Background: an optimization exercise with open tools, aiming at small area and a short achievable clock period. Do not read the settings as production practice.
RTL that was checked went through simulation tests only; none was proved equivalent to the original.
Function not checked in run 2: the RTL went through the layout flow alone.

==> flow/design.v (outline; a module is shown in full before it is edited, if it fits) <==
// module mac_pipe_nxn: 2245 lines
// module mac_fa: 10 lines
// module mac_ha: 9 lines
module mac_pipe_nxn #(
    parameter int unsigned DW    = 32,
    parameter int unsigned LAT   = 3,
    parameter int unsigned GUARD = 8
) (
    input  logic                  i_clk,
    input  logic                  i_rstn,
    input  logic                  i_valid,
    output logic                  o_ready,
    input  logic                  i_multa_ns,
    input  logic                  i_multb_ns,
    input  logic [DW-1:0]         i_multa,
    input  logic [DW-1:0]         i_multb,
    input  logic                  i_acc_en,
    input  logic                  i_acc_clr,
    output logic                  o_valid,
    input  logic                  i_ready,
    output logic [2*DW-1:0]       o_product,
    output logic [2*DW+GUARD-1:0] o_acc,
    output logic                  o_acc_ovf
);
  // ...
==> flow/flow/run.sh <==
#!/bin/bash
# Layout flow: the standard flow (standard.sh runs every ORFS step from synthesis to
# finish) with these settings changed:
#  - the ports are buffered with sky130_fd_sc_hd__buf_1 cells (buffer_ports -buffer_cell);
#  - the timing repair steps aim for 7.1 ns of setup slack (SETUP_SLACK_MARGIN);
#  - clock tree synthesis: -sink_clustering_enable -repair_clock_nets -buf_list sky130_fd_sc_hd__clkbuf_4 -dont_use_dummy_load -sink_clustering_size 8 -sink_clustering_max_diameter 50
# The constraints (clock period, input and output delays, loads) are the standard flow's, unchanged.
# make's output goes to make_finish.log; each ORFS step logs to orfs/logs/.
set -euo pipefail
bash standard.sh "BUFFER_PORTS_ARGS=-buffer_cell sky130_fd_sc_hd__buf_1" "SETUP_SLACK_MARGIN=7.1" \
  "CTS_ARGS=-sink_clustering_enable -repair_clock_nets -buf_list sky130_fd_sc_hd__clkbuf_4 -dont_use_dummy_load -sink_clustering_size 8 -sink_clustering_max_diameter 50" finish > make_finish.log 2>&1
==> flow/standard.sh <==
#!/bin/bash
# synth_recipe.tcl (not shown) runs the flow's synth.tcl, then flattens the netlist and writes it again
# the make line also repeats each setting of config.mk as NAME=value (left out here)
make -C /OpenROAD-flow-scripts/flow DESIGN_CONFIG=/design/flow/config.mk WORK_HOME=/design/flow/orfs CLKGATE_MAP_FILE= SYNTH_SCRIPT=/design/flow/synth_recipe.tcl "${@:-finish}"
==> flow/config.mk <==
export PLATFORM = sky130hd
export DESIGN_NAME = mac_pipe_nxn
export DESIGN_NICKNAME = mac_pipe_nxn
export VERILOG_FILES = /design/flow/design.v
export SDC_FILE = /design/flow/constraint.sdc
export NUM_CORES = 4
export LEC_CHECK = 0
export ABC_AREA = 1
export CAP_MARGIN = 0
export CORE_MARGIN = 2
export CORE_UTILIZATION = 70
export SLEW_MARGIN = 0
export SYNTH_HIERARCHICAL = 1
export SYNTH_MINIMUM_KEEP_SIZE = 0
==> flow/constraint.sdc <==
create_clock -name core_clock -period 12.5 [get_ports {i_clk}]
set_input_delay 2.5000 -clock core_clock [delete_from_list [all_inputs] [get_ports {i_clk}]]
set_output_delay 2.5000 -clock core_clock [all_outputs]
set_load 0.01 [all_outputs]
==> results by group, run 1 <==
Worst setup path
  • CP Cell Sequence: buf_6 > nor2_4 > inv_2 > buf_6
  • Slowest CP cell: buf_6
  • R2r endpoint: r2_s[45]$_DFFE_PP_
  • Reg2reg start: r1_a_n[22]$_DFFE_PP_

Logic synthesis
  • Adder-cell share of the synthesized area: about 36%
  • #FFs+latches synth: between 300 and 400

Finish
  • Seq/total area: between 20% and 30%
  • Layout cell share with drive strength beyond 1: under 10%
  • Max FFs per register: 72
  • Finished Cell Area: approximately 0.038 mm2
  • Seq. cell area: 0.008638 mm2

Placement
  • DP HPWL: between 70000 and 80000 um
  • Pre-CTS WS: around 6.6 ns
  • Placed Instance Area: between 0.03 and 0.04 mm2

Global route
  • Top Usage Layer GRT: met2

Routing
  • WL met1: 40370 um
  • Post-DRT Antenna Nets: 0
  • Met3 WL: 14900 um

STA
  • RSZ-0062 raised after global routing: yes
  • Tcrit/Tclk final: between 40% and 50%
  • Slew @ Worst Pin: about 1.3 ns

Flow run
  • Max cap viols: 0

Clocking
  • Setup bufs post-CTS: 1
  • Root buf cell: clkbuf_4

Floorplan
  • Die Height: 233.3 um

Status
  • Status: timing/DRC/antenna clean
==> run 2: changes to the inputs <==
--- a/flow/design.v
+++ b/flow/design.v
@@ -55,7 +55,7 @@
         end
     end
     logic [63:0]      mul_s;
-    logic [18-1:0] mul_c;
+    logic [14-1:0] mul_c;
     wire pp0_0 = ((~((r1_one_n[0] | r1_a_n[0]))) ^ r1_neg[0]);
     wire pp0_1 = ((~((r1_one_n[0] | r1_a_n[1]) & (r1_two_n[0] | r1_a_n[0]))) ^ r1_neg[0]);
     wire pp0_2 = ((~((r1_one_n[0] | r1_a_n[2]) & (r1_two_n[0] | r1_a_n[1]))) ^ r1_neg[0]);
@@ -1708,9 +1708,9 @@
     logic s1074, c1075;
     mac_ha u_s1074 (.a(s49), .b(c1073), .s(s1074), .co(c1075));
     logic s1076, c1077;
-    mac_ha u_s1076 (.a(c50), .b(s59), .s(s1076), .co(c1077));
+    mac_fa u_s1076 (.a(c50), .b(s59), .c(c1075), .s(s1076), .co(c1077));
     logic s1078, c1079;
-    mac_fa u_s1078 (.a(c60), .b(s71), .c(c1077), .s(s1078), .co(c1079));
+    mac_ha u_s1078 (.a(c60), .b(s71), .s(s1078), .co(c1079));
     logic s1080, c1081;
     mac_fa u_s1080 (.a(s81), .b(s83), .c(c1079), .s(s1080), .co(c1081));
     logic s1082, c1083;
@@ -1718,15 +1718,15 @@
     logic s1084, c1085;
     mac_fa u_s1084 (.a(c98), .b(s111), .c(c1083), .s(s1084), .co(c1085));
     logic s1086, c1087;
-    mac_ha u_s1086 (.a(c112), .b(s127), .s(s1086), .co(c1087));
+    mac_fa u_s1086 (.a(c112), .b(s127), .c(c1085), .s(s1086), .co(c1087));
     logic s1088, c1089;
     mac_fa u_s1088 (.a(c128), .b(s143), .c(c1087), .s(s1088), .co(c1089));
     logic s1090, c1091;
-    mac_fa u_s1090 (.a(c144), .b(s161), .c(c1089), .s(s1090), .co(c1091));
+    mac_ha u_s1090 (.a(c144), .b(s161), .s(s1090), .co(c1091));
     logic s1092, c1093;
     mac_fa u_s1092 (.a(s177), .b(s179), .c(c1091), .s(s1092), .co(c1093));
     logic s1094, c1095;
-    mac_ha u_s1094 (.a(c180), .b(s199), .s(s1094), .co(c1095));
+    mac_fa u_s1094 (.a(c180), .b(s199), .c(c1093), .s(s1094), .co(c1095));
     logic s1096, c1097;
     mac_fa u_s1096 (.a(c200), .b(s219), .c(c1095), .s(s1096), .co(c1097));
     logic s1098, c1099;
@@ -1738,13 +1738,13 @@
     logic s1104, c1105;
     mac_fa u_s1104 (.a(c288), .b(s311), .c(c1103), .s(s1104), .co(c1105));
     logic s1106, c1107;
-    mac_ha u_s1106 (.a(c312), .b(s337), .s(s1106), .co(c1107));
+    mac_fa u_s1106 (.a(c312), .b(s337), .c(c1105), .s(s1106), .co(c1107));
     logic s1108, c1109;
-    mac_fa u_s1108 (.a(c338), .b(s363), .c(c1107), .s(s1108), .co(c1109));
+    mac_ha u_s1108 (.a(c338), .b(s363), .s(s1108), .co(c1109));
     logic s1110, c1111;
     mac_fa u_s1110 (.a(s389), .b(s391), .c(c1109), .s(s1110), .co(c1111));
     logic s1112, c1113;
-    mac_ha u_s1112 (.a(c392), .b(s419), .s(s1112), .co(c1113));
+    mac_fa u_s1112 (.a(c392), .b(s419), .c(c1111), .s(s1112), .co(c1113));
     logic s1114, c1115;
     mac_fa u_s1114 (.a(c420), .b(s449), .c(c1113), .s(s1114), .co(c1115));
     logic s1116, c1117;
@@ -1752,15 +1752,15 @@
     logic s1118, c1119;
     mac_fa u_s1118 (.a(c480), .b(s511), .c(c1117), .s(s1118), .co(c1119));
     logic s1120, c1121;
-    mac_ha u_s1120 (.a(c512), .b(s543), .s(s1120), .co(c1121));
+    mac_fa u_s1120 (.a(c512), .b(s543), .c(c1119), .s(s1120), .co(c1121));
     logic s1122, c1123;
-    mac_fa u_s1122 (.a(c544), .b(s575), .c(c1121), .s(s1122), .co(c1123));
+    mac_ha u_s1122 (.a(c544), .b(s575), .s(s1122), .co(c1123));
     logic s1124, c1125;
-    mac_ha u_s1124 (.a(c576), .b(s605), .s(s1124), .co(c1125));
+    mac_fa u_s1124 (.a(c576), .b(s605), .c(c1123), .s(s1124), .co(c1125));
     logic s1126, c1127;
-    mac_fa u_s1126 (.a(c606), .b(s635), .c(c1125), .s(s1126), .co(c1127));
+    mac_ha u_s1126 (.a(c606), .b(s635), .s(s1126), .co(c1127));
     logic s1128, c1129;
-    mac_ha u_s1128 (.a(c636), .b(s663), .s(s1128), .co(c1129));
+    mac_fa u_s1128 (.a(c636), .b(s663), .c(c1127), .s(s1128), .co(c1129));
     logic s1130, c1131;
     mac_fa u_s1130 (.a(c664), .b(s691), .c(c1129), .s(s1130), .co(c1131));
     logic s1132, c1133;
@@ -1784,29 +1784,29 @@
     logic s1150, c1151;
     mac_fa u_s1150 (.a(c894), .b(s911), .c(c1149), .s(s1150), .co(c1151));
     logic s1152, c1153;
-    mac_ha u_s1152 (.a(c912), .b(s927), .s(s1152), .co(c1153));
+    mac_fa u_s1152 (.a(c912), .b(s927), .c(c1151), .s(s1152), .co(c1153));
     logic s1154, c1155;
-    mac_fa u_s1154 (.a(c928), .b(s943), .c(c1153), .s(s1154), .co(c1155));
+    mac_ha u_s1154 (.a(c928), .b(s943), .s(s1154), .co(c1155));
     logic s1156, c1157;
     mac_fa u_s1156 (.a(c944), .b(s957), .c(c1155), .s(s1156), .co(c1157));
     logic s1158, c1159;
-    mac_ha u_s1158 (.a(c958), .b(s971), .s(s1158), .co(c1159));
+    mac_fa u_s1158 (.a(c958), .b(s971), .c(c1157), .s(s1158), .co(c1159));
     logic s1160, c1161;
     mac_fa u_s1160 (.a(c972), .b(s983), .c(c1159), .s(s1160), .co(c1161));
     logic s1162, c1163;
-    mac_fa u_s1162 (.a(c984), .b(s995), .c(c1161), .s(s1162), .co(c1163));
+    mac_ha u_s1162 (.a(c984), .b(s995), .s(s1162), .co(c1163));
     logic s1164, c1165;
     mac_fa u_s1164 (.a(c996), .b(s1005), .c(c1163), .s(s1164), .co(c1165));
     logic s1166, c1167;
-    mac_ha u_s1166 (.a(c1006), .b(s1015), .s(s1166), .co(c1167));
+    mac_fa u_s1166 (.a(c1006), .b(s1015), .c(c1165), .s(s1166), .co(c1167));
     logic s1168, c1169;
     mac_fa u_s1168 (.a(c1016), .b(s1023), .c(c1167), .s(s1168), .co(c1169));
     logic s1170, c1171;
     mac_fa u_s1170 (.a(c1024), .b(s1031), .c(c1169), .s(s1170), .co(c1171));
     logic s1172, c1173;
-    mac_fa u_s1172 (.a(c1032), .b(s1037), .c(c1171), .s(s1172), .co(c1173));
+    mac_ha u_s1172 (.a(c1032), .b(s1037), .s(s1172), .co(c1173));
     logic s1174, c1175;
-    mac_ha u_s1174 (.a(c1038), .b(s1043), .s(s1174), .co(c1175));
+    mac_fa u_s1174 (.a(c1038), .b(s1043), .c(c1173), .s(s1174), .co(c1175));
     logic s1176, c1177;
     mac_fa u_s1176 (.a(c1044), .b(s1047), .c(c1175), .s(s1176), .co(c1177));
     logic s1178, c1179;
@@ -1814,10 +1814,10 @@
     logic s1180, c1181;
     mac_fa u_s1180 (.a(c1052), .b(s1053), .c(c1179), .s(s1180), .co(c1181));
     assign mul_s = {s1180, s1178, s1176, s1174, s1172, s1170, s1168, s1166, s1164, s1162, s1160, s1158, s1156, s1154, s1152, s1150, s1148, s1146, s1144, s1142, s1140, s1138, s1136, s1134, s1132, s1130, s1128, s1126, s1124, s1122, s1120, s1118, s1116, s1114, s1112, s1110, s1108, s1106, s1104, s1102, s1100, s1098, s1096, s1094, s1092, s1090, s1088, s1086, s1084, s1082, s1080, s1078, s1076, s1074, s1072, s1070, s1068, s1066, s1064, s1062, s1060, s1058, s1056, s1054};
-    assign mul_c = {c1173, c1165, c1157, c1151, c1145, c1139, c1135, c1131, c1127, c1123, c1119, c1115, c1111, c1105, c1099, c1093, c1085, c1075};
+    assign mul_c = {c1171, c1161, c1153, c1145, c1139, c1135, c1131, c1125, c1121, c1115, c1107, c1099, c1089, c1077};
     logic        r2_vld;
     logic [63:0]      r2_s;
-    logic [18-1:0] r2_c;
+    logic [14-1:0] r2_c;
     logic [63:0]      r2_prod;
     logic        r2_sxen, r2_en, r2_clr;
     always_ff @(posedge i_clk or negedge i_rstn) begin
@@ -1833,24 +1833,20 @@
             r2_clr  <= r1_clr;
         end
     end
-    wire blk_all0 = &r2_s[10:0];
-    wire blk_all1 = &r2_s[15:11];
-    wire blk_all2 = &r2_s[19:16];
-    wire blk_all3 = &r2_s[22:20];
-    wire blk_all4 = &r2_s[25:23];
-    wire blk_all5 = &r2_s[28:26];
-    wire blk_all6 = &r2_s[30:29];
-    wire blk_all7 = &r2_s[32:31];
-    wire blk_all8 = &r2_s[34:33];
-    wire blk_all9 = &r2_s[36:35];
-    wire blk_all10 = &r2_s[38:37];
-    wire blk_all11 = &r2_s[40:39];
-    wire blk_all12 = &r2_s[42:41];
-    wire blk_all13 = &r2_s[45:43];
-    wire blk_all14 = &r2_s[48:46];
-    wire blk_all15 = &r2_s[51:49];
-    wire blk_all16 = &r2_s[55:52];
-    wire blk_all17 = &r2_s[59:56];
+    wire blk_all0 = &r2_s[11:0];
+    wire blk_all1 = &r2_s[17:12];
+    wire blk_all2 = &r2_s[22:18];
+    wire blk_all3 = &r2_s[26:23];
+    wire blk_all4 = &r2_s[30:27];
+    wire blk_all5 = &r2_s[33:31];
+    wire blk_all6 = &r2_s[35:34];
+    wire blk_all7 = &r2_s[38:36];
+    wire blk_all8 = &r2_s[40:39];
+    wire blk_all9 = &r2_s[42:41];
+    wire blk_all10 = &r2_s[45:43];
+    wire blk_all11 = &r2_s[49:46];
+    wire blk_all12 = &r2_s[53:50];
+    wire blk_all13 = &r2_s[58:54];
     wire bg1182 = r2_c[0] | (blk_all0 & 1'b0);
     wire bp1183 = blk_all0 & 1'b0;
     wire bg1184 = r2_c[2] | (blk_all2 & r2_c[1]);
@@ -1865,367 +1861,351 @@
     wire bp1193 = blk_all10 & blk_all9;
     wire bg1194 = r2_c[12] | (blk_all12 & r2_c[11]);
     wire bp1195 = blk_all12 & blk_all11;
-    wire bg1196 = r2_c[14] | (blk_all14 & r2_c[13]);
-    wire bp1197 = blk_all14 & blk_all13;
-    wire bg1198 = r2_c[16] | (blk_all16 & r2_c[15]);
-    wire bp1199 = blk_all16 & blk_all15;
-    wire bg1200 = r2_c[1] | (blk_all1 & bg1182);
-    wire bp1201 = blk_all1 & bp1183;
-    wire bg1202 = bg1184 | (bp1185 & bg1182);
-    wire bp1203 = bp1185 & bp1183;
-    wire bg1204 = r2_c[5] | (blk_all5 & bg1186);
-    wire bp1205 = blk_all5 & bp1187;
-    wire bg1206 = bg1188 | (bp1189 & bg1186);
-    wire bp1207 = bp1189 & bp1187;
-    wire bg1208 = r2_c[9] | (blk_all9 & bg1190);
-    wire bp1209 = blk_all9 & bp1191;
-    wire bg1210 = bg1192 | (bp1193 & bg1190);
-    wire bp1211 = bp1193 & bp1191;
-    wire bg1212 = r2_c[13] | (blk_all13 & bg1194);
-    wire bp1213 = blk_all13 & bp1195;
-    wire bg1214 = bg1196 | (bp1197 & bg1194);
-    wire bp1215 = bp1197 & bp1195;
-    wire bg1216 = r2_c[17] | (blk_all17 & bg1198);
-    wire bp1217 = blk_all17 & bp1199;
-    wire bg1218 = r2_c[3] | (blk_all3 & bg1202);
-    wire bp1219 = blk_all3 & bp1203;
-    wire bg1220 = bg1186 | (bp1187 & bg1202);
-    wire bp1221 = bp1187 & bp1203;
-    wire bg1222 = bg1204 | (bp1205 & bg1202);
-    wire bp1223 = bp1205 & bp1203;
-    wire bg1224 = bg1206 | (bp1207 & bg1202);
-    wire bp1225 = bp1207 & bp1203;
-    wire bg1226 = r2_c[11] | (blk_all11 & bg1210);
-    wire bp1227 = blk_all11 & bp1211;
-    wire bg1228 = bg1194 | (bp1195 & bg1210);
-    wire bp1229 = bp1195 & bp1211;
-    wire bg1230 = bg1212 | (bp1213 & bg1210);
-    wire bp1231 = bp1213 & bp1211;
-    wire bg1232 = bg1214 | (bp1215 & bg1210);
-    wire bp1233 = bp1215 & bp1211;
-    wire bg1234 = r2_c[7] | (blk_all7 & bg1224);
-    wire bp1235 = blk_all7 & bp1225;
-    wire bg1236 = bg1190 | (bp1191 & bg1224);
-    wire bp1237 = bp1191 & bp1225;
-    wire bg1238 = bg1208 | (bp1209 & bg1224);
-    wire bp1239 = bp1209 & bp1225;
-    wire bg1240 = bg1210 | (bp1211 & bg1224);
-    wire bp1241 = bp1211 & bp1225;
-    wire bg1242 = bg1226 | (bp1227 & bg1224);
-    wire bp1243 = bp1227 & bp1225;
-    wire bg1244 = bg1228 | (bp1229 & bg1224);
-    wire bp1245 = bp1229 & bp1225;
-    wire bg1246 = bg1230 | (bp1231 & bg1224);
-    wire bp1247 = bp1231 & bp1225;
-    wire bg1248 = bg1232 | (bp1233 & bg1224);
-    wire bp1249 = bp1233 & bp1225;
-    wire bg1250 = r2_c[15] | (blk_all15 & bg1248);
-    wire bp1251 = blk_all15 & bp1249;
-    wire bg1252 = bg1198 | (bp1199 & bg1248);
-    wire bp1253 = bp1199 & bp1249;
-    wire bg1254 = bg1216 | (bp1217 & bg1248);
-    wire bp1255 = bp1217 & bp1249;
-    assign r2_prod[10:0] = r2_s[10:0];
-    assign r2_prod[11] = r2_s[11] ^ bg1182;
-    wire inc1256 = bg1182 & r2_s[11];
-    assign r2_prod[12] = r2_s[12] ^ inc1256;
-    wire inc1257 = inc1256 & r2_s[12];
-    assign r2_prod[13] = r2_s[13] ^ inc1257;
-    wire inc1258 = inc1257 & r2_s[13];
-    assign r2_prod[14] = r2_s[14] ^ inc1258;
-    wire inc1259 = inc1258 & r2_s[14];
-    assign r2_prod[15] = r2_s[15] ^ inc1259;
-    assign r2_prod[16] = r2_s[16] ^ bg1200;
-    wire inc1260 = bg1200 & r2_s[16];
-    assign r2_prod[17] = r2_s[17] ^ inc1260;
-    wire inc1261 = inc1260 & r2_s[17];
-    assign r2_prod[18] = r2_s[18] ^ inc1261;
-    wire inc1262 = inc1261 & r2_s[18];
-    assign r2_prod[19] = r2_s[19] ^ inc1262;
-    assign r2_prod[20] = r2_s[20] ^ bg1202;
-    wire inc1263 = bg1202 & r2_s[20];
-    assign r2_prod[21] = r2_s[21] ^ inc1263;
-    wire inc1264 = inc1263 & r2_s[21];
-    assign r2_prod[22] = r2_s[22] ^ inc1264;
-    assign r2_prod[23] = r2_s[23] ^ bg1218;
-    wire inc1265 = bg1218 & r2_s[23];
-    assign r2_prod[24] = r2_s[24] ^ inc1265;
-    wire inc1266 = inc1265 & r2_s[24];
-    assign r2_prod[25] = r2_s[25] ^ inc1266;
-    assign r2_prod[26] = r2_s[26] ^ bg1220;
-    wire inc1267 = bg1220 & r2_s[26];
-    assign r2_prod[27] = r2_s[27] ^ inc1267;
-    wire inc1268 = inc1267 & r2_s[27];
-    assign r2_prod[28] = r2_s[28] ^ inc1268;
-    assign r2_prod[29] = r2_s[29] ^ bg1222;
-    wire inc1269 = bg1222 & r2_s[29];
-    assign r2_prod[30] = r2_s[30] ^ inc1269;
-    assign r2_prod[31] = r2_s[31] ^ bg1224;
-    wire inc1270 = bg1224 & r2_s[31];
-    assign r2_prod[32] = r2_s[32] ^ inc1270;
-    assign r2_prod[33] = r2_s[33] ^ bg1234;
-    wire inc1271 = bg1234 & r2_s[33];
-    assign r2_prod[34] = r2_s[34] ^ inc1271;
-    assign r2_prod[35] = r2_s[35] ^ bg1236;
-    wire inc1272 = bg1236 & r2_s[35];
-    assign r2_prod[36] = r2_s[36] ^ inc1272;
-    assign r2_prod[37] = r2_s[37] ^ bg1238;
-    wire inc1273 = bg1238 & r2_s[37];
-    assign r2_prod[38] = r2_s[38] ^ inc1273;
-    assign r2_prod[39] = r2_s[39] ^ bg1240;
-    wire inc1274 = bg1240 & r2_s[39];
-    assign r2_prod[40] = r2_s[40] ^ inc1274;
-    assign r2_prod[41] = r2_s[41] ^ bg1242;
-    wire inc1275 = bg1242 & r2_s[41];
-    assign r2_prod[42] = r2_s[42] ^ inc1275;
-    assign r2_prod[43] = r2_s[43] ^ bg1244;
-    wire inc1276 = bg1244 & r2_s[43];
-    assign r2_prod[44] = r2_s[44] ^ inc1276;
-    wire inc1277 = inc1276 & r2_s[44];
-    assign r2_prod[45] = r2_s[45] ^ inc1277;
-    assign r2_prod[46] = r2_s[46] ^ bg1246;
-    wire inc1278 = bg1246 & r2_s[46];
-    assign r2_prod[47] = r2_s[47] ^ inc1278;
-    wire inc1279 = inc1278 & r2_s[47];
-    assign r2_prod[48] = r2_s[48] ^ inc1279;
-    assign r2_prod[49] = r2_s[49] ^ bg1248;
-    wire inc1280 = bg1248 & r2_s[49];
-    assign r2_prod[50] = r2_s[50] ^ inc1280;
-    wire inc1281 = inc1280 & r2_s[50];
-    assign r2_prod[51] = r2_s[51] ^ inc1281;
-    assign r2_prod[52] = r2_s[52] ^ bg1250;
-    wire inc1282 = bg1250 & r2_s[52];
-    assign r2_prod[53] = r2_s[53] ^ inc1282;
-    wire inc1283 = inc1282 & r2_s[53];
-    assign r2_prod[54] = r2_s[54] ^ inc1283;
-    wire inc1284 = inc1283 & r2_s[54];
-    assign r2_prod[55] = r2_s[55] ^ inc1284;
-    assign r2_prod[56] = r2_s[56] ^ bg1252;
-    wire inc1285 = bg1252 & r2_s[56];
-    assign r2_prod[57] = r2_s[57] ^ inc1285;
-    wire inc1286 = inc1285 & r2_s[57];
-    assign r2_prod[58] = r2_s[58] ^ inc1286;
-    wire inc1287 = inc1286 & r2_s[58];
-    assign r2_prod[59] = r2_s[59] ^ inc1287;
-    assign r2_prod[60] = r2_s[60] ^ bg1254;
-    wire inc1288 = bg1254 & r2_s[60];
-    assign r2_prod[61] = r2_s[61] ^ inc1288;
-    wire inc1289 = inc1288 & r2_s[61];
-    assign r2_prod[62] = r2_s[62] ^ inc1289;
-    wire inc1290 = inc1289 & r2_s[62];
-    assign r2_prod[63] = r2_s[63] ^ inc1290;
+    wire bg1196 = r2_c[1] | (blk_all1 & bg1182);
+    wire bp1197 = blk_all1 & bp1183;
+    wire bg1198 = bg1184 | (bp1185 & bg1182);
+    wire bp1199 = bp1185 & bp1183;
+    wire bg1200 = r2_c[5] | (blk_all5 & bg1186);
+    wire bp1201 = blk_all5 & bp1187;
+    wire bg1202 = bg1188 | (bp1189 & bg1186);
+    wire bp1203 = bp1189 & bp1187;
+    wire bg1204 = r2_c[9] | (blk_all9 & bg1190);
+    wire bp1205 = blk_all9 & bp1191;
+    wire bg1206 = bg1192 | (bp1193 & bg1190);
+    wire bp1207 = bp1193 & bp1191;
+    wire bg1208 = r2_c[13] | (blk_all13 & bg1194);
+    wire bp1209 = blk_all13 & bp1195;
+    wire bg1210 = r2_c[3] | (blk_all3 & bg1198);
+    wire bp1211 = blk_all3 & bp1199;
+    wire bg1212 = bg1186 | (bp1187 & bg1198);
+    wire bp1213 = bp1187 & bp1199;
+    wire bg1214 = bg1200 | (bp1201 & bg1198);
+    wire bp1215 = bp1201 & bp1199;
+    wire bg1216 = bg1202 | (bp1203 & bg1198);
+    wire bp1217 = bp1203 & bp1199;
+    wire bg1218 = r2_c[11] | (blk_all11 & bg1206);
+    wire bp1219 = blk_all11 & bp1207;
+    wire bg1220 = bg1194 | (bp1195 & bg1206);
+    wire bp1221 = bp1195 & bp1207;
+    wire bg1222 = bg1208 | (bp1209 & bg1206);
+    wire bp1223 = bp1209 & bp1207;
+    wire bg1224 = r2_c[7] | (blk_all7 & bg1216);
+    wire bp1225 = blk_all7 & bp1217;
+    wire bg1226 = bg1190 | (bp1191 & bg1216);
+    wire bp1227 = bp1191 & bp1217;
+    wire bg1228 = bg1204 | (bp1205 & bg1216);
+    wire bp1229 = bp1205 & bp1217;
+    wire bg1230 = bg1206 | (bp1207 & bg1216);
+    wire bp1231 = bp1207 & bp1217;
+    wire bg1232 = bg1218 | (bp1219 & bg1216);
+    wire bp1233 = bp1219 & bp1217;
+    wire bg1234 = bg1220 | (bp1221 & bg1216);
+    wire bp1235 = bp1221 & bp1217;
+    wire bg1236 = bg1222 | (bp1223 & bg1216);
+    wire bp1237 = bp1223 & bp1217;
+    assign r2_prod[11:0] = r2_s[11:0];
+    assign r2_prod[12] = r2_s[12] ^ bg1182;
+    wire inc1238 = bg1182 & r2_s[12];
+    assign r2_prod[13] = r2_s[13] ^ inc1238;
+    wire inc1239 = inc1238 & r2_s[13];
+    assign r2_prod[14] = r2_s[14] ^ inc1239;
+    wire inc1240 = inc1239 & r2_s[14];
+    assign r2_prod[15] = r2_s[15] ^ inc1240;
+    wire inc1241 = inc1240 & r2_s[15];
+    assign r2_prod[16] = r2_s[16] ^ inc1241;
+    wire inc1242 = inc1241 & r2_s[16];
+    assign r2_prod[17] = r2_s[17] ^ inc1242;
+    assign r2_prod[18] = r2_s[18] ^ bg1196;
+    wire inc1243 = bg1196 & r2_s[18];
+    assign r2_prod[19] = r2_s[19] ^ inc1243;
+    wire inc1244 = inc1243 & r2_s[19];
+    assign r2_prod[20] = r2_s[20] ^ inc1244;
+    wire inc1245 = inc1244 & r2_s[20];
+    assign r2_prod[21] = r2_s[21] ^ inc1245;
+    wire inc1246 = inc1245 & r2_s[21];
+    assign r2_prod[22] = r2_s[22] ^ inc1246;
+    assign r2_prod[23] = r2_s[23] ^ bg1198;
+    wire inc1247 = bg1198 & r2_s[23];
+    assign r2_prod[24] = r2_s[24] ^ inc1247;
+    wire inc1248 = inc1247 & r2_s[24];
+    assign r2_prod[25] = r2_s[25] ^ inc1248;
+    wire inc1249 = inc1248 & r2_s[25];
+    assign r2_prod[26] = r2_s[26] ^ inc1249;
+    assign r2_prod[27] = r2_s[27] ^ bg1210;
+    wire inc1250 = bg1210 & r2_s[27];
+    assign r2_prod[28] = r2_s[28] ^ inc1250;
+    wire inc1251 = inc1250 & r2_s[28];
+    assign r2_prod[29] = r2_s[29] ^ inc1251;
+    wire inc1252 = inc1251 & r2_s[29];
+    assign r2_prod[30] = r2_s[30] ^ inc1252;
+    assign r2_prod[31] = r2_s[31] ^ bg1212;
+    wire inc1253 = bg1212 & r2_s[31];
+    assign r2_prod[32] = r2_s[32] ^ inc1253;
+    wire inc1254 = inc1253 & r2_s[32];
+    assign r2_prod[33] = r2_s[33] ^ inc1254;
+    assign r2_prod[34] = r2_s[34] ^ bg1214;
+    wire inc1255 = bg1214 & r2_s[34];
+    assign r2_prod[35] = r2_s[35] ^ inc1255;
+    assign r2_prod[36] = r2_s[36] ^ bg1216;
+    wire inc1256 = bg1216 & r2_s[36];
+    assign r2_prod[37] = r2_s[37] ^ inc1256;
+    wire inc1257 = inc1256 & r2_s[37];
+    assign r2_prod[38] = r2_s[38] ^ inc1257;
+    assign r2_prod[39] = r2_s[39] ^ bg1224;
+    wire inc1258 = bg1224 & r2_s[39];
+    assign r2_prod[40] = r2_s[40] ^ inc1258;
+    assign r2_prod[41] = r2_s[41] ^ bg1226;
+    wire inc1259 = bg1226 & r2_s[41];
+    assign r2_prod[42] = r2_s[42] ^ inc1259;
+    assign r2_prod[43] = r2_s[43] ^ bg1228;
+    wire inc1260 = bg1228 & r2_s[43];
+    assign r2_prod[44] = r2_s[44] ^ inc1260;
+    wire inc1261 = inc1260 & r2_s[44];
+    assign r2_prod[45] = r2_s[45] ^ inc1261;
+    assign r2_prod[46] = r2_s[46] ^ bg1230;
+    wire inc1262 = bg1230 & r2_s[46];
+    assign r2_prod[47] = r2_s[47] ^ inc1262;
+    wire inc1263 = inc1262 & r2_s[47];
+    assign r2_prod[48] = r2_s[48] ^ inc1263;
+    wire inc1264 = inc1263 & r2_s[48];
+    assign r2_prod[49] = r2_s[49] ^ inc1264;
+    assign r2_prod[50] = r2_s[50] ^ bg1232;
+    wire inc1265 = bg1232 & r2_s[50];
+    assign r2_prod[51] = r2_s[51] ^ inc1265;
+    wire inc1266 = inc1265 & r2_s[51];
+    assign r2_prod[52] = r2_s[52] ^ inc1266;
+    wire inc1267 = inc1266 & r2_s[52];
+    assign r2_prod[53] = r2_s[53] ^ inc1267;
+    assign r2_prod[54] = r2_s[54] ^ bg1234;
+    wire inc1268 = bg1234 & r2_s[54];
+    assign r2_prod[55] = r2_s[55] ^ inc1268;
+    wire inc1269 = inc1268 & r2_s[55];
+    assign r2_prod[56] = r2_s[56] ^ inc1269;
+    wire inc1270 = inc1269 & r2_s[56];
+    assign r2_prod[57] = r2_s[57] ^ inc1270;
+    wire inc1271 = inc1270 & r2_s[57];
+    assign r2_prod[58] = r2_s[58] ^ inc1271;
+    assign r2_prod[59] = r2_s[59] ^ bg1236;
+    wire inc1272 = bg1236 & r2_s[59];
+    assign r2_prod[60] = r2_s[60] ^ inc1272;
+    wire inc1273 = inc1272 & r2_s[60];
+    assign r2_prod[61] = r2_s[61] ^ inc1273;
+    wire inc1274 = inc1273 & r2_s[61];
+    assign r2_prod[62] = r2_s[62] ^ inc1274;
+    wire inc1275 = inc1274 & r2_s[62];
+    assign r2_prod[63] = r2_s[63] ^ inc1275;
     logic [71:0] acc_a, acc_b, acc_sum;
     logic        sum_ovf;
     assign acc_a   = o_acc & {72{!r2_clr}};
     assign acc_b   = {{8{r2_sxen & r2_prod[63]}}, r2_prod & {64{r2_en}}};
     wire [71:0] acc_g0 = acc_a & acc_b;
     wire [71:0] acc_p0 = acc_a ^ acc_b;
-    wire ag1291 = acc_g0[1] | (acc_p0[1] & acc_g0[0]);
-    wire ap1292 = acc_p0[1] & acc_p0[0];
-    wire ag1293 = acc_g0[3] | (acc_p0[3] & acc_g0[2]);
-    wire ap1294 = acc_p0[3] & acc_p0[2];
-    wire ag1295 = acc_g0[5] | (acc_p0[5] & acc_g0[4]);
-    wire ap1296 = acc_p0[5] & acc_p0[4];
-    wire ag1297 = acc_g0[7] | (acc_p0[7] & acc_g0[6]);
-    wire ap1298 = acc_p0[7] & acc_p0[6];
-    wire ag1299 = acc_g0[9] | (acc_p0[9] & acc_g0[8]);
-    wire ap1300 = acc_p0[9] & acc_p0[8];
-    wire ag1301 = acc_g0[11] | (acc_p0[11] & acc_g0[10]);
-    wire ap1302 = acc_p0[11] & acc_p0[10];
-    wire ag1303 = acc_g0[13] | (acc_p0[13] & acc_g0[12]);
-    wire ap1304 = acc_p0[13] & acc_p0[12];
-    wire ag1305 = acc_g0[15] | (acc_p0[15] & acc_g0[14]);
-    wire ap1306 = acc_p0[15] & acc_p0[14];
-    wire ag1307 = acc_g0[17] | (acc_p0[17] & acc_g0[16]);
-    wire ap1308 = acc_p0[17] & acc_p0[16];
-    wire ag1309 = acc_g0[19] | (acc_p0[19] & acc_g0[18]);
-    wire ap1310 = acc_p0[19] & acc_p0[18];
-    wire ag1311 = acc_g0[21] | (acc_p0[21] & acc_g0[20]);
-    wire ap1312 = acc_p0[21] & acc_p0[20];
-    wire ag1313 = acc_g0[23] | (acc_p0[23] & acc_g0[22]);
-    wire ap1314 = acc_p0[23] & acc_p0[22];
-    wire ag1315 = acc_g0[25] | (acc_p0[25] & acc_g0[24]);
-    wire ap1316 = acc_p0[25] & acc_p0[24];
-    wire ag1317 = acc_g0[27] | (acc_p0[27] & acc_g0[26]);
-    wire ap1318 = acc_p0[27] & acc_p0[26];
-    wire ag1319 = acc_g0[29] | (acc_p0[29] & acc_g0[28]);
-    wire ap1320 = acc_p0[29] & acc_p0[28];
-    wire ag1321 = acc_g0[31] | (acc_p0[31] & acc_g0[30]);
-    wire ap1322 = acc_p0[31] & acc_p0[30];
-    wire ag1323 = acc_g0[33] | (acc_p0[33] & acc_g0[32]);
-    wire ap1324 = acc_p0[33] & acc_p0[32];
-    wire ag1325 = acc_g0[35] | (acc_p0[35] & acc_g0[34]);
-    wire ap1326 = acc_p0[35] & acc_p0[34];
-    wire ag1327 = acc_g0[37] | (acc_p0[37] & acc_g0[36]);
-    wire ap1328 = acc_p0[37] & acc_p0[36];
-    wire ag1329 = acc_g0[39] | (acc_p0[39] & acc_g0[38]);
-    wire ap1330 = acc_p0[39] & acc_p0[38];
-    wire ag1331 = acc_g0[41] | (acc_p0[41] & acc_g0[40]);
-    wire ap1332 = acc_p0[41] & acc_p0[40];
-    wire ag1333 = acc_g0[43] | (acc_p0[43] & acc_g0[42]);
-    wire ap1334 = acc_p0[43] & acc_p0[42];
-    wire ag1335 = acc_g0[45] | (acc_p0[45] & acc_g0[44]);
-    wire ap1336 = acc_p0[45] & acc_p0[44];
-    wire ag1337 = acc_g0[47] | (acc_p0[47] & acc_g0[46]);
-    wire ap1338 = acc_p0[47] & acc_p0[46];
-    wire ag1339 = acc_g0[49] | (acc_p0[49] & acc_g0[48]);
-    wire ap1340 = acc_p0[49] & acc_p0[48];
-    wire ag1341 = acc_g0[51] | (acc_p0[51] & acc_g0[50]);
-    wire ap1342 = acc_p0[51] & acc_p0[50];
-    wire ag1343 = acc_g0[53] | (acc_p0[53] & acc_g0[52]);
-    wire ap1344 = acc_p0[53] & acc_p0[52];
-    wire ag1345 = acc_g0[55] | (acc_p0[55] & acc_g0[54]);
-    wire ap1346 = acc_p0[55] & acc_p0[54];
-    wire ag1347 = acc_g0[57] | (acc_p0[57] & acc_g0[56]);
-    wire ap1348 = acc_p0[57] & acc_p0[56];
-    wire ag1349 = acc_g0[59] | (acc_p0[59] & acc_g0[58]);
-    wire ap1350 = acc_p0[59] & acc_p0[58];
-    wire ag1351 = acc_g0[61] | (acc_p0[61] & acc_g0[60]);
-    wire ap1352 = acc_p0[61] & acc_p0[60];
-    wire ag1353 = acc_g0[63] | (acc_p0[63] & acc_g0[62]);
-    wire ap1354 = acc_p0[63] & acc_p0[62];
-    wire ag1355 = acc_g0[65] | (acc_p0[65] & acc_g0[64]);
-    wire ap1356 = acc_p0[65] & acc_p0[64];
-    wire ag1357 = acc_g0[67] | (acc_p0[67] & acc_g0[66]);
-    wire ap1358 = acc_p0[67] & acc_p0[66];
-    wire ag1359 = acc_g0[69] | (acc_p0[69] & acc_g0[68]);
-    wire ap1360 = acc_p0[69] & acc_p0[68];
-    wire ag1361 = acc_g0[71] | (acc_p0[71] & acc_g0[70]);
-    wire ap1362 = acc_p0[71] & acc_p0[70];
-    wire ag1363 = ag1293 | (ap1294 & ag1291);
-    wire ap1364 = ap1294 & ap1292;
-    wire ag1365 = ag1297 | (ap1298 & ag1295);
-    wire ap1366 = ap1298 & ap1296;
-    wire ag1367 = ag1301 | (ap1302 & ag1299);
-    wire ap1368 = ap1302 & ap1300;
-    wire ag1369 = ag1305 | (ap1306 & ag1303);
-    wire ap1370 = ap1306 & ap1304;
-    wire ag1371 = ag1309 | (ap1310 & ag1307);
-    wire ap1372 = ap1310 & ap1308;
-    wire ag1373 = ag1313 | (ap1314 & ag1311);
-    wire ap1374 = ap1314 & ap1312;
-    wire ag1375 = ag1317 | (ap1318 & ag1315);
-    wire ap1376 = ap1318 & ap1316;
-    wire ag1377 = ag1321 | (ap1322 & ag1319);
-    wire ap1378 = ap1322 & ap1320;
-    wire ag1379 = ag1325 | (ap1326 & ag1323);
-    wire ap1380 = ap1326 & ap1324;
-    wire ag1381 = ag1329 | (ap1330 & ag1327);
-    wire ap1382 = ap1330 & ap1328;
-    wire ag1383 = ag1333 | (ap1334 & ag1331);
-    wire ap1384 = ap1334 & ap1332;
-    wire ag1385 = ag1337 | (ap1338 & ag1335);
-    wire ap1386 = ap1338 & ap1336;
-    wire ag1387 = ag1341 | (ap1342 & ag1339);
-    wire ap1388 = ap1342 & ap1340;
-    wire ag1389 = ag1345 | (ap1346 & ag1343);
-    wire ap1390 = ap1346 & ap1344;
-    wire ag1391 = ag1349 | (ap1350 & ag1347);
-    wire ap1392 = ap1350 & ap1348;
-    wire ag1393 = ag1353 | (ap1354 & ag1351);
-    wire ap1394 = ap1354 & ap1352;
-    wire ag1395 = ag1357 | (ap1358 & ag1355);
-    wire ap1396 = ap1358 & ap1356;
-    wire ag1397 = ag1361 | (ap1362 & ag1359);
-    wire ap1398 = ap1362 & ap1360;
-    wire ag1399 = ag1365 | (ap1366 & ag1363);
-    wire ap1400 = ap1366 & ap1364;
-    wire ag1401 = ag1369 | (ap1370 & ag1367);
-    wire ap1402 = ap1370 & ap1368;
-    wire ag1403 = ag1373 | (ap1374 & ag1371);
-    wire ap1404 = ap1374 & ap1372;
-    wire ag1405 = ag1377 | (ap1378 & ag1375);
-    wire ap1406 = ap1378 & ap1376;
-    wire ag1407 = ag1381 | (ap1382 & ag1379);
-    wire ap1408 = ap1382 & ap1380;
-    wire ag1409 = ag1385 | (ap1386 & ag1383);
-    wire ap1410 = ap1386 & ap1384;
-    wire ag1411 = ag1389 | (ap1390 & ag1387);
-    wire ap1412 = ap1390 & ap1388;
-    wire ag1413 = ag1393 | (ap1394 & ag1391);
-    wire ap1414 = ap1394 & ap1392;
-    wire ag1415 = ag1397 | (ap1398 & ag1395);
-    wire ap1416 = ap1398 & ap1396;
-    wire ag1417 = ag1401 | (ap1402 & ag1399);
-    wire ap1418 = ap1402 & ap1400;
-    wire ag1419 = ag1405 | (ap1406 & ag1403);
-    wire ap1420 = ap1406 & ap1404;
-    wire ag1421 = ag1409 | (ap1410 & ag1407);
-    wire ap1422 = ap1410 & ap1408;
-    wire ag1423 = ag1413 | (ap1414 & ag1411);
-    wire ap1424 = ap1414 & ap1412;
-    wire ag1425 = ag1419 | (ap1420 & ag1417);
-    wire ap1426 = ap1420 & ap1418;
-    wire ag1427 = ag1423 | (ap1424 & ag1421);
-    wire ap1428 = ap1424 & ap1422;
-    wire ag1429 = ag1427 | (ap1428 & ag1425);
-    wire ap1430 = ap1428 & ap1426;
-    wire ag1431 = ag1421 | (ap1422 & ag1425);
-    wire ag1432 = ag1403 | (ap1404 & ag1417);
-    wire ag1433 = ag1407 | (ap1408 & ag1425);
-    wire ag1434 = ag1411 | (ap1412 & ag1431);
-    wire ag1435 = ag1415 | (ap1416 & ag1429);
-    wire ag1436 = ag1367 | (ap1368 & ag1399);
-    wire ag1437 = ag1371 | (ap1372 & ag1417);
-    wire ag1438 = ag1375 | (ap1376 & ag1432);
-    wire ag1439 = ag1379 | (ap1380 & ag1425);
-    wire ag1440 = ag1383 | (ap1384 & ag1433);
-    wire ag1441 = ag1387 | (ap1388 & ag1431);
-    wire ag1442 = ag1391 | (ap1392 & ag1434);
-    wire ag1443 = ag1395 | (ap1396 & ag1429);
-    wire ag1444 = ag1295 | (ap1296 & ag1363);
-    wire ag1445 = ag1299 | (ap1300 & ag1399);
-    wire ag1446 = ag1303 | (ap1304 & ag1436);
-    wire ag1447 = ag1307 | (ap1308 & ag1417);
-    wire ag1448 = ag1311 | (ap1312 & ag1437);
-    wire ag1449 = ag1315 | (ap1316 & ag1432);
-    wire ag1450 = ag1319 | (ap1320 & ag1438);
-    wire ag1451 = ag1323 | (ap1324 & ag1425);
-    wire ag1452 = ag1327 | (ap1328 & ag1439);
-    wire ag1453 = ag1331 | (ap1332 & ag1433);
-    wire ag1454 = ag1335 | (ap1336 & ag1440);
-    wire ag1455 = ag1339 | (ap1340 & ag1431);
-    wire ag1456 = ag1343 | (ap1344 & ag1441);
-    wire ag1457 = ag1347 | (ap1348 & ag1434);
-    wire ag1458 = ag1351 | (ap1352 & ag1442);
-    wire ag1459 = ag1355 | (ap1356 & ag1429);
-    wire ag1460 = ag1359 | (ap1360 & ag1443);
-    wire ag1461 = acc_g0[2] | (acc_p0[2] & ag1291);
-    wire ag1462 = acc_g0[4] | (acc_p0[4] & ag1363);
-    wire ag1463 = acc_g0[6] | (acc_p0[6] & ag1444);
-    wire ag1464 = acc_g0[8] | (acc_p0[8] & ag1399);
-    wire ag1465 = acc_g0[10] | (acc_p0[10] & ag1445);
-    wire ag1466 = acc_g0[12] | (acc_p0[12] & ag1436);
-    wire ag1467 = acc_g0[14] | (acc_p0[14] & ag1446);
-    wire ag1468 = acc_g0[16] | (acc_p0[16] & ag1417);
-    wire ag1469 = acc_g0[18] | (acc_p0[18] & ag1447);
-    wire ag1470 = acc_g0[20] | (acc_p0[20] & ag1437);
-    wire ag1471 = acc_g0[22] | (acc_p0[22] & ag1448);
-    wire ag1472 = acc_g0[24] | (acc_p0[24] & ag1432);
-    wire ag1473 = acc_g0[26] | (acc_p0[26] & ag1449);
-    wire ag1474 = acc_g0[28] | (acc_p0[28] & ag1438);
-    wire ag1475 = acc_g0[30] | (acc_p0[30] & ag1450);
-    wire ag1476 = acc_g0[32] | (acc_p0[32] & ag1425);
-    wire ag1477 = acc_g0[34] | (acc_p0[34] & ag1451);
-    wire ag1478 = acc_g0[36] | (acc_p0[36] & ag1439);
-    wire ag1479 = acc_g0[38] | (acc_p0[38] & ag1452);
-    wire ag1480 = acc_g0[40] | (acc_p0[40] & ag1433);
-    wire ag1481 = acc_g0[42] | (acc_p0[42] & ag1453);
-    wire ag1482 = acc_g0[44] | (acc_p0[44] & ag1440);
-    wire ag1483 = acc_g0[46] | (acc_p0[46] & ag1454);
-    wire ag1484 = acc_g0[48] | (acc_p0[48] & ag1431);
-    wire ag1485 = acc_g0[50] | (acc_p0[50] & ag1455);
-    wire ag1486 = acc_g0[52] | (acc_p0[52] & ag1441);
-    wire ag1487 = acc_g0[54] | (acc_p0[54] & ag1456);
-    wire ag1488 = acc_g0[56] | (acc_p0[56] & ag1434);
-    wire ag1489 = acc_g0[58] | (acc_p0[58] & ag1457);
-    wire ag1490 = acc_g0[60] | (acc_p0[60] & ag1442);
-    wire ag1491 = acc_g0[62] | (acc_p0[62] & ag1458);
-    wire ag1492 = acc_g0[64] | (acc_p0[64] & ag1429);
-    wire ag1493 = acc_g0[66] | (acc_p0[66] & ag1459);
-    wire ag1494 = acc_g0[68] | (acc_p0[68] & ag1443);
-    wire ag1495 = acc_g0[70] | (acc_p0[70] & ag1460);
-    assign acc_sum = acc_p0 ^ {ag1495, ag1460, ag1494, ag1443, ag1493, ag1459, ag1492, ag1429, ag1491, ag1458, ag1490, ag1442, ag1489, ag1457, ag1488, ag1434, ag1487, ag1456, ag1486, ag1441, ag1485, ag1455, ag1484, ag1431, ag1483, ag1454, ag1482, ag1440, ag1481, ag1453, ag1480, ag1433, ag1479, ag1452, ag1478, ag1439, ag1477, ag1451, ag1476, ag1425, ag1475, ag1450, ag1474, ag1438, ag1473, ag1449, ag1472, ag1432, ag1471, ag1448, ag1470, ag1437, ag1469, ag1447, ag1468, ag1417, ag1467, ag1446, ag1466, ag1436, ag1465, ag1445, ag1464, ag1399, ag1463, ag1444, ag1462, ag1363, ag1461, ag1291, acc_g0[0], 1'b0};
+    wire ag1276 = acc_g0[1] | (acc_p0[1] & acc_g0[0]);
+    wire ap1277 = acc_p0[1] & acc_p0[0];
+    wire ag1278 = acc_g0[3] | (acc_p0[3] & acc_g0[2]);
+    wire ap1279 = acc_p0[3] & acc_p0[2];
+    wire ag1280 = acc_g0[5] | (acc_p0[5] & acc_g0[4]);
+    wire ap1281 = acc_p0[5] & acc_p0[4];
+    wire ag1282 = acc_g0[7] | (acc_p0[7] & acc_g0[6]);
+    wire ap1283 = acc_p0[7] & acc_p0[6];
+    wire ag1284 = acc_g0[9] | (acc_p0[9] & acc_g0[8]);
+    wire ap1285 = acc_p0[9] & acc_p0[8];
+    wire ag1286 = acc_g0[11] | (acc_p0[11] & acc_g0[10]);
+    wire ap1287 = acc_p0[11] & acc_p0[10];
+    wire ag1288 = acc_g0[13] | (acc_p0[13] & acc_g0[12]);
+    wire ap1289 = acc_p0[13] & acc_p0[12];
+    wire ag1290 = acc_g0[15] | (acc_p0[15] & acc_g0[14]);
+    wire ap1291 = acc_p0[15] & acc_p0[14];
+    wire ag1292 = acc_g0[17] | (acc_p0[17] & acc_g0[16]);
+    wire ap1293 = acc_p0[17] & acc_p0[16];
+    wire ag1294 = acc_g0[19] | (acc_p0[19] & acc_g0[18]);
+    wire ap1295 = acc_p0[19] & acc_p0[18];
+    wire ag1296 = acc_g0[21] | (acc_p0[21] & acc_g0[20]);
+    wire ap1297 = acc_p0[21] & acc_p0[20];
+    wire ag1298 = acc_g0[23] | (acc_p0[23] & acc_g0[22]);
+    wire ap1299 = acc_p0[23] & acc_p0[22];
+    wire ag1300 = acc_g0[25] | (acc_p0[25] & acc_g0[24]);
+    wire ap1301 = acc_p0[25] & acc_p0[24];
+    wire ag1302 = acc_g0[27] | (acc_p0[27] & acc_g0[26]);
+    wire ap1303 = acc_p0[27] & acc_p0[26];
+    wire ag1304 = acc_g0[29] | (acc_p0[29] & acc_g0[28]);
+    wire ap1305 = acc_p0[29] & acc_p0[28];
+    wire ag1306 = acc_g0[31] | (acc_p0[31] & acc_g0[30]);
+    wire ap1307 = acc_p0[31] & acc_p0[30];
+    wire ag1308 = acc_g0[33] | (acc_p0[33] & acc_g0[32]);
+    wire ap1309 = acc_p0[33] & acc_p0[32];
+    wire ag1310 = acc_g0[35] | (acc_p0[35] & acc_g0[34]);
+    wire ap1311 = acc_p0[35] & acc_p0[34];
+    wire ag1312 = acc_g0[37] | (acc_p0[37] & acc_g0[36]);
+    wire ap1313 = acc_p0[37] & acc_p0[36];
+    wire ag1314 = acc_g0[39] | (acc_p0[39] & acc_g0[38]);
+    wire ap1315 = acc_p0[39] & acc_p0[38];
+    wire ag1316 = acc_g0[41] | (acc_p0[41] & acc_g0[40]);
+    wire ap1317 = acc_p0[41] & acc_p0[40];
+    wire ag1318 = acc_g0[43] | (acc_p0[43] & acc_g0[42]);
+    wire ap1319 = acc_p0[43] & acc_p0[42];
+    wire ag1320 = acc_g0[45] | (acc_p0[45] & acc_g0[44]);
+    wire ap1321 = acc_p0[45] & acc_p0[44];
+    wire ag1322 = acc_g0[47] | (acc_p0[47] & acc_g0[46]);
+    wire ap1323 = acc_p0[47] & acc_p0[46];
+    wire ag1324 = acc_g0[49] | (acc_p0[49] & acc_g0[48]);
+    wire ap1325 = acc_p0[49] & acc_p0[48];
+    wire ag1326 = acc_g0[51] | (acc_p0[51] & acc_g0[50]);
+    wire ap1327 = acc_p0[51] & acc_p0[50];
+    wire ag1328 = acc_g0[53] | (acc_p0[53] & acc_g0[52]);
+    wire ap1329 = acc_p0[53] & acc_p0[52];
+    wire ag1330 = acc_g0[55] | (acc_p0[55] & acc_g0[54]);
+    wire ap1331 = acc_p0[55] & acc_p0[54];
+    wire ag1332 = acc_g0[57] | (acc_p0[57] & acc_g0[56]);
+    wire ap1333 = acc_p0[57] & acc_p0[56];
+    wire ag1334 = acc_g0[59] | (acc_p0[59] & acc_g0[58]);
+    wire ap1335 = acc_p0[59] & acc_p0[58];
+    wire ag1336 = acc_g0[61] | (acc_p0[61] & acc_g0[60]);
+    wire ap1337 = acc_p0[61] & acc_p0[60];
+    wire ag1338 = acc_g0[63] | (acc_p0[63] & acc_g0[62]);
+    wire ap1339 = acc_p0[63] & acc_p0[62];
+    wire ag1340 = acc_g0[65] | (acc_p0[65] & acc_g0[64]);
+    wire ap1341 = acc_p0[65] & acc_p0[64];
+    wire ag1342 = acc_g0[67] | (acc_p0[67] & acc_g0[66]);
+    wire ap1343 = acc_p0[67] & acc_p0[66];
+    wire ag1344 = acc_g0[69] | (acc_p0[69] & acc_g0[68]);
+    wire ap1345 = acc_p0[69] & acc_p0[68];
+    wire ag1346 = acc_g0[71] | (acc_p0[71] & acc_g0[70]);
+    wire ap1347 = acc_p0[71] & acc_p0[70];
+    wire ag1348 = ag1278 | (ap1279 & ag1276);
+    wire ap1349 = ap1279 & ap1277;
+    wire ag1350 = ag1282 | (ap1283 & ag1280);
+    wire ap1351 = ap1283 & ap1281;
+    wire ag1352 = ag1286 | (ap1287 & ag1284);
+    wire ap1353 = ap1287 & ap1285;
+    wire ag1354 = ag1290 | (ap1291 & ag1288);
+    wire ap1355 = ap1291 & ap1289;
+    wire ag1356 = ag1294 | (ap1295 & ag1292);
+    wire ap1357 = ap1295 & ap1293;
+    wire ag1358 = ag1298 | (ap1299 & ag1296);
+    wire ap1359 = ap1299 & ap1297;
+    wire ag1360 = ag1302 | (ap1303 & ag1300);
+    wire ap1361 = ap1303 & ap1301;
+    wire ag1362 = ag1306 | (ap1307 & ag1304);
+    wire ap1363 = ap1307 & ap1305;
+    wire ag1364 = ag1310 | (ap1311 & ag1308);
+    wire ap1365 = ap1311 & ap1309;
+    wire ag1366 = ag1314 | (ap1315 & ag1312);
+    wire ap1367 = ap1315 & ap1313;
+    wire ag1368 = ag1318 | (ap1319 & ag1316);
+    wire ap1369 = ap1319 & ap1317;
+    wire ag1370 = ag1322 | (ap1323 & ag1320);
+    wire ap1371 = ap1323 & ap1321;
+    wire ag1372 = ag1326 | (ap1327 & ag1324);
+    wire ap1373 = ap1327 & ap1325;
+    wire ag1374 = ag1330 | (ap1331 & ag1328);
+    wire ap1375 = ap1331 & ap1329;
+    wire ag1376 = ag1334 | (ap1335 & ag1332);
+    wire ap1377 = ap1335 & ap1333;
+    wire ag1378 = ag1338 | (ap1339 & ag1336);
+    wire ap1379 = ap1339 & ap1337;
+    wire ag1380 = ag1342 | (ap1343 & ag1340);
+    wire ap1381 = ap1343 & ap1341;
+    wire ag1382 = ag1346 | (ap1347 & ag1344);
+    wire ap1383 = ap1347 & ap1345;
+    wire ag1384 = ag1350 | (ap1351 & ag1348);
+    wire ap1385 = ap1351 & ap1349;
+    wire ag1386 = ag1354 | (ap1355 & ag1352);
+    wire ap1387 = ap1355 & ap1353;
+    wire ag1388 = ag1358 | (ap1359 & ag1356);
+    wire ap1389 = ap1359 & ap1357;
+    wire ag1390 = ag1362 | (ap1363 & ag1360);
+    wire ap1391 = ap1363 & ap1361;
+    wire ag1392 = ag1366 | (ap1367 & ag1364);
+    wire ap1393 = ap1367 & ap1365;
+    wire ag1394 = ag1370 | (ap1371 & ag1368);
+    wire ap1395 = ap1371 & ap1369;
+    wire ag1396 = ag1374 | (ap1375 & ag1372);
+    wire ap1397 = ap1375 & ap1373;
+    wire ag1398 = ag1378 | (ap1379 & ag1376);
+    wire ap1399 = ap1379 & ap1377;
+    wire ag1400 = ag1382 | (ap1383 & ag1380);
+    wire ap1401 = ap1383 & ap1381;
+    wire ag1402 = ag1386 | (ap1387 & ag1384);
+    wire ap1403 = ap1387 & ap1385;
+    wire ag1404 = ag1390 | (ap1391 & ag1388);
+    wire ap1405 = ap1391 & ap1389;
+    wire ag1406 = ag1394 | (ap1395 & ag1392);
+    wire ap1407 = ap1395 & ap1393;
+    wire ag1408 = ag1398 | (ap1399 & ag1396);
+    wire ap1409 = ap1399 & ap1397;
+    wire ag1410 = ag1404 | (ap1405 & ag1402);
+    wire ap1411 = ap1405 & ap1403;
+    wire ag1412 = ag1408 | (ap1409 & ag1406);
+    wire ap1413 = ap1409 & ap1407;
+    wire ag1414 = ag1412 | (ap1413 & ag1410);
+    wire ap1415 = ap1413 & ap1411;
+    wire ag1416 = ag1406 | (ap1407 & ag1410);
+    wire ag1417 = ag1388 | (ap1389 & ag1402);
+    wire ag1418 = ag1392 | (ap1393 & ag1410);
+    wire ag1419 = ag1396 | (ap1397 & ag1416);
+    wire ag1420 = ag1400 | (ap1401 & ag1414);
+    wire ag1421 = ag1352 | (ap1353 & ag1384);
+    wire ag1422 = ag1356 | (ap1357 & ag1402);
+    wire ag1423 = ag1360 | (ap1361 & ag1417);
+    wire ag1424 = ag1364 | (ap1365 & ag1410);
+    wire ag1425 = ag1368 | (ap1369 & ag1418);
+    wire ag1426 = ag1372 | (ap1373 & ag1416);
+    wire ag1427 = ag1376 | (ap1377 & ag1419);
+    wire ag1428 = ag1380 | (ap1381 & ag1414);
+    wire ag1429 = ag1280 | (ap1281 & ag1348);
+    wire ag1430 = ag1284 | (ap1285 & ag1384);
+    wire ag1431 = ag1288 | (ap1289 & ag1421);
+    wire ag1432 = ag1292 | (ap1293 & ag1402);
+    wire ag1433 = ag1296 | (ap1297 & ag1422);
+    wire ag1434 = ag1300 | (ap1301 & ag1417);
+    wire ag1435 = ag1304 | (ap1305 & ag1423);
+    wire ag1436 = ag1308 | (ap1309 & ag1410);
+    wire ag1437 = ag1312 | (ap1313 & ag1424);
+    wire ag1438 = ag1316 | (ap1317 & ag1418);
+    wire ag1439 = ag1320 | (ap1321 & ag1425);
+    wire ag1440 = ag1324 | (ap1325 & ag1416);
+    wire ag1441 = ag1328 | (ap1329 & ag1426);
+    wire ag1442 = ag1332 | (ap1333 & ag1419);
+    wire ag1443 = ag1336 | (ap1337 & ag1427);
+    wire ag1444 = ag1340 | (ap1341 & ag1414);
+    wire ag1445 = ag1344 | (ap1345 & ag1428);
+    wire ag1446 = acc_g0[2] | (acc_p0[2] & ag1276);
+    wire ag1447 = acc_g0[4] | (acc_p0[4] & ag1348);
+    wire ag1448 = acc_g0[6] | (acc_p0[6] & ag1429);
+    wire ag1449 = acc_g0[8] | (acc_p0[8] & ag1384);
+    wire ag1450 = acc_g0[10] | (acc_p0[10] & ag1430);
+    wire ag1451 = acc_g0[12] | (acc_p0[12] & ag1421);
+    wire ag1452 = acc_g0[14] | (acc_p0[14] & ag1431);
+    wire ag1453 = acc_g0[16] | (acc_p0[16] & ag1402);
+    wire ag1454 = acc_g0[18] | (acc_p0[18] & ag1432);
+    wire ag1455 = acc_g0[20] | (acc_p0[20] & ag1422);
+    wire ag1456 = acc_g0[22] | (acc_p0[22] & ag1433);
+    wire ag1457 = acc_g0[24] | (acc_p0[24] & ag1417);
+    wire ag1458 = acc_g0[26] | (acc_p0[26] & ag1434);
+    wire ag1459 = acc_g0[28] | (acc_p0[28] & ag1423);
+    wire ag1460 = acc_g0[30] | (acc_p0[30] & ag1435);
+    wire ag1461 = acc_g0[32] | (acc_p0[32] & ag1410);
+    wire ag1462 = acc_g0[34] | (acc_p0[34] & ag1436);
+    wire ag1463 = acc_g0[36] | (acc_p0[36] & ag1424);
+    wire ag1464 = acc_g0[38] | (acc_p0[38] & ag1437);
+    wire ag1465 = acc_g0[40] | (acc_p0[40] & ag1418);
+    wire ag1466 = acc_g0[42] | (acc_p0[42] & ag1438);
+    wire ag1467 = acc_g0[44] | (acc_p0[44] & ag1425);
+    wire ag1468 = acc_g0[46] | (acc_p0[46] & ag1439);
+    wire ag1469 = acc_g0[48] | (acc_p0[48] & ag1416);
+    wire ag1470 = acc_g0[50] | (acc_p0[50] & ag1440);
+    wire ag1471 = acc_g0[52] | (acc_p0[52] & ag1426);
+    wire ag1472 = acc_g0[54] | (acc_p0[54] & ag1441);
+    wire ag1473 = acc_g0[56] | (acc_p0[56] & ag1419);
+    wire ag1474 = acc_g0[58] | (acc_p0[58] & ag1442);
+    wire ag1475 = acc_g0[60] | (acc_p0[60] & ag1427);
+    wire ag1476 = acc_g0[62] | (acc_p0[62] & ag1443);
+    wire ag1477 = acc_g0[64] | (acc_p0[64] & ag1414);
+    wire ag1478 = acc_g0[66] | (acc_p0[66] & ag1444);
+    wire ag1479 = acc_g0[68] | (acc_p0[68] & ag1428);
+    wire ag1480 = acc_g0[70] | (acc_p0[70] & ag1445);
+    assign acc_sum = acc_p0 ^ {ag1480, ag1445, ag1479, ag1428, ag1478, ag1444, ag1477, ag1414, ag1476, ag1443, ag1475, ag1427, ag1474, ag1442, ag1473, ag1419, ag1472, ag1441, ag1471, ag1426, ag1470, ag1440, ag1469, ag1416, ag1468, ag1439, ag1467, ag1425, ag1466, ag1438, ag1465, ag1418, ag1464, ag1437, ag1463, ag1424, ag1462, ag1436, ag1461, ag1410, ag1460, ag1435, ag1459, ag1423, ag1458, ag1434, ag1457, ag1417, ag1456, ag1433, ag1455, ag1422, ag1454, ag1432, ag1453, ag1402, ag1452, ag1431, ag1451, ag1421, ag1450, ag1430, ag1449, ag1384, ag1448, ag1429, ag1447, ag1348, ag1446, ag1276, acc_g0[0], 1'b0};
     assign sum_ovf = (acc_a[71] == acc_b[71]) && (acc_sum[71] != acc_a[71]);
     always_ff @(posedge i_clk or negedge i_rstn) begin
         if (!i_rstn) begin
==> flow/flow/run.sh (replaced) <==
#!/bin/bash
# Layout flow: the standard flow (standard.sh runs every ORFS step from synthesis to
# finish) with these settings changed:
#  - the ports are buffered with sky130_fd_sc_hd__buf_1 cells (buffer_ports -buffer_cell);
#  - the timing repair steps aim for 7.1 ns of setup slack (SETUP_SLACK_MARGIN);
#  - clock tree synthesis: -sink_clustering_enable -repair_clock_nets -buf_list sky130_fd_sc_hd__clkbuf_4 -dont_use_dummy_load
# The constraints (clock period, input and output delays, loads) are the standard flow's, unchanged.
# make's output goes to make_finish.log; each ORFS step logs to orfs/logs/.
set -euo pipefail
bash standard.sh "BUFFER_PORTS_ARGS=-buffer_cell sky130_fd_sc_hd__buf_1" "SETUP_SLACK_MARGIN=7.1" \
  "CTS_ARGS=-sink_clustering_enable -repair_clock_nets -buf_list sky130_fd_sc_hd__clkbuf_4 -dont_use_dummy_load" finish > make_finish.log 2>&1
--- a/flow/config.mk
+++ b/flow/config.mk
@@ -6,9 +6,9 @@
 export NUM_CORES = 4
 export LEC_CHECK = 0
 export ABC_AREA = 1
-export CAP_MARGIN = 0
+export CAP_MARGIN = 20
 export CORE_MARGIN = 2
-export CORE_UTILIZATION = 70
-export SLEW_MARGIN = 0
+export CORE_UTILIZATION = 60
+export SLEW_MARGIN = 20
 export SYNTH_HIERARCHICAL = 1
 export SYNTH_MINIMUM_KEEP_SIZE = 0
==> run 2 against run 1 <==
Against the previous run: hold slack worse by 0.0081 ns; final area grew 7.7%; routed wire length up 10%; fmax decreased by 1.5%; count of clock-buffer cells in the layout increased by 36; final cell count grew 4.6%; register-to-register slack worse by 0.096 ns; critical endpoint is now r2_s[30]$_DFFE_PP_; highest routed layer is now met5.
==> results by group, run 2 <==
Worst setup path
  • Slowest CP cell: fa_1
  • Capturing element type of the critical path: flop
  • Reg2reg start: r1_neg[12]$_DFFE_PP_
  • Critical Path RT: between 10 and 15 ns
  • CP Cell Sequence: clkbuf_8 > xor2_1 > fa_1 > fa_2 > fa_1 > fa_1 > fa_1 > ha_1 > ha_2 > fa_2 > fa_2 > fa_1
  • R2r endpoint: r2_s[30]$_DFFE_PP_

Finish
  • Nets@finish: roughly 4.6k
  • Most frequent cells in the layout: xor2_1 (580), o22ai_1 (448), fa_1 (439)
  • Layout cell share with drive strength beyond 1: 14.34% (+8.5 points)
  • Biggest regs: o_acc x72, o_product x64, r2_s x64
  • Max FFs per register: 72 (unchanged)
  • Seq. cell area: 0.008518 mm2 (-1.4%)

Flow run
  • Max cap viols: 0 (unchanged)

Logic synthesis
  • Top-count cell post-synth: xor2_1
  • Top cells by area, synth: fa_1 (30%), xor2_1 (14%), edfxtp_1 (14%), dfrtp_1 (9.5%), o22ai_1 (8.7%)
  • Top cell type's share of synthesized area: between 20 and 30%
  • Mapped Cells: 3663
  • Area leader, netlist: fa_1
  • #FFs+latches synth: 307 (-1.3%)
  • Synth Warn #: 7

Routing
  • Met2 wire length: ~54000 um
  • Post-DRT Antenna Nets: 0 (unchanged)
  • WL met1: 46560 um (+15%)
  • Met3 WL: 16810 um (+13%)

Global route
  • Vias in the first global route: around 31k
  • Initial antenna violation count: 5

Clocking
  • CTS Sinks: 307
  • Clock slew at reported path FFs: roughly 0.060 ns
  • CTS tree: built
  • Num CTS Buffers: between 80 and 90
  • Root buf cell: clkbuf_4
  • Clock tree buffer depth: 3

Floorplan
  • Die Height: 251.4 um (+7.8%)
  • Die X: 251.4 um
  • Core Region: ~0.060 mm2
  • Initial core utilization: 60.74%
  • Die area: roughly 0.063 mm2

Hold path
  • Depth of the worst hold-timing path: 0

STA
  • Crit path time final: around 5.5 ns
  • Tcrit/Tclk final: 43.65% (+0.64 points)
  • Slew @ Worst Pin: 1.021 ns (-0.2421 ns)
  • Setup TNS: 0 ns
  • RSZ-0062 raised after global routing: yes
  • Hold_ws: 0.4312 ns

Placement
  • Placer congestion estimate: 0.9197
  • DP HPWL: 72850 um (+3.1%)
  • Pre-CTS WS: 6.611 ns (-0.01994 ns)

Status
  • Status: timing/DRC/antenna clean
==> run 2: cells by family (layout without fill, tap and decap cells) <==
family	after synthesis	after routing	synth area share [%]
DFF	307	307	23.19
buffers and inverters	640	736	6.595
xor gates and xnor gates	629	629	15.00
AOI/OAI and AO/OA	685	685	11.36
and+or+nand+nor	656	656	7.287
other	0	3	0
adders and majority gates	733	733	36.17
muxes	13	13	0.3986
==> run 2: worst max-delay path by stage <==
stage	slack, ns	cells past startpoint	startpoint	end
5_1_grt	6.98	14	r1_a_n[26]$_DFFE_PP_	r2_s[30]$_DFFE_PP_
3_3_place_gp	6.63	4	i_ready	o_ready
4_1_cts	7.04	13	r1_one_n[7]$_DFFE_PP_	r2_s[49]$_DFFE_PP_
2_1_floorplan	7.09	13	r1_neg[7]$_DFFE_PP_	r2_s[30]$_DFFE_PP_
6_report	7.04	12	r1_neg[12]$_DFFE_PP_	r2_s[30]$_DFFE_PP_
3_5_place_dp	6.61	4	i_ready	o_ready
==> run 2: metrics by stage <==
stage               cells  area [um2]
global route         4544       41370
floorplan            3663       36740
detailed placement   4371       37770
finish               4544       41370
CTS                  4472       39380
global placement     4371       37770
==> run 2: per-module statistics from Yosys, one instance, submodules excluded <==
| module | copies in the design | cells inside |
|---|---|---|
| mac_fa | 512 | 1 |
| mac_pipe_nxn | 1 | 3089 |
| mac_ha | 62 | 1 |
==> run 2: routing by layer <==
layer	vias up	GRT usage (%)
li1	12290	-
met1	14630	48.35
met2	2228	57.34
met3	530	11.40
met4	2	17.84
met5	-	0
==> run 2: repair_timing <==
item	CTS	global route
pin swaps	13	72
endpoints found under the hold margin	0	0
endpoints found under the setup margin	22	31
resized for setup	179	259
gates cloned	6	18
buffers inserted	7	50
==> run 2: cell type report <==
cell class	instances	area share (%)
Antenna cell	3	0.01815
Clock buffer	88	1.597
Inverter	266	2.422
Multi-Input combinational cell	2716	64.72
Sequential cell	307	20.59
Tap cell	782	2.365
Timing Repair Buffer	382	8.287
==> run 2: worst register-to-register path, cell delays in order, from the launching register on <==
cell,delay [ns]
edfxtp_1,0.33
clkbuf_8,0.41
xor2_1,0.36
fa_1,0.49
fa_2,0.40
fa_1,0.60
fa_1,0.49
fa_1,0.50
ha_1,0.29
ha_2,0.18
fa_2,0.38
fa_2,0.35
fa_1,0.43

-- re-timing with driven ports --
Ports are ideal in the flow. The routed layouts listed here were re-timed in OpenROAD. Step 1 sets driving cells, clkbuf_16 on the clock port and buf_2 on the other inputs (assumed; they add their load-dependent delay and slew). Step 2, shift: input delay + t, output delay - t, t = (earliest + latest rising clock arrival at the registers) / 2. This alone moves slack from input paths to output paths. a / b / c = ideal / step 1 / step 2; a / b = the first two.
run	t, ns	setup slack, ns	clock arrival spread, ns	pins driven straight from the clock port
run 1	0.862	7.123 / 7.090 / 7.090	0.071 / 0.070	1
run 2	0.875	7.044 / 7.044 / 7.044	0.084 / 0.084	1
After both steps setup and hold are still met in every run listed. The setup slack of run 1, which loses most, moves by -0.033 ns with the drivers and by -0.033 ns with both steps.
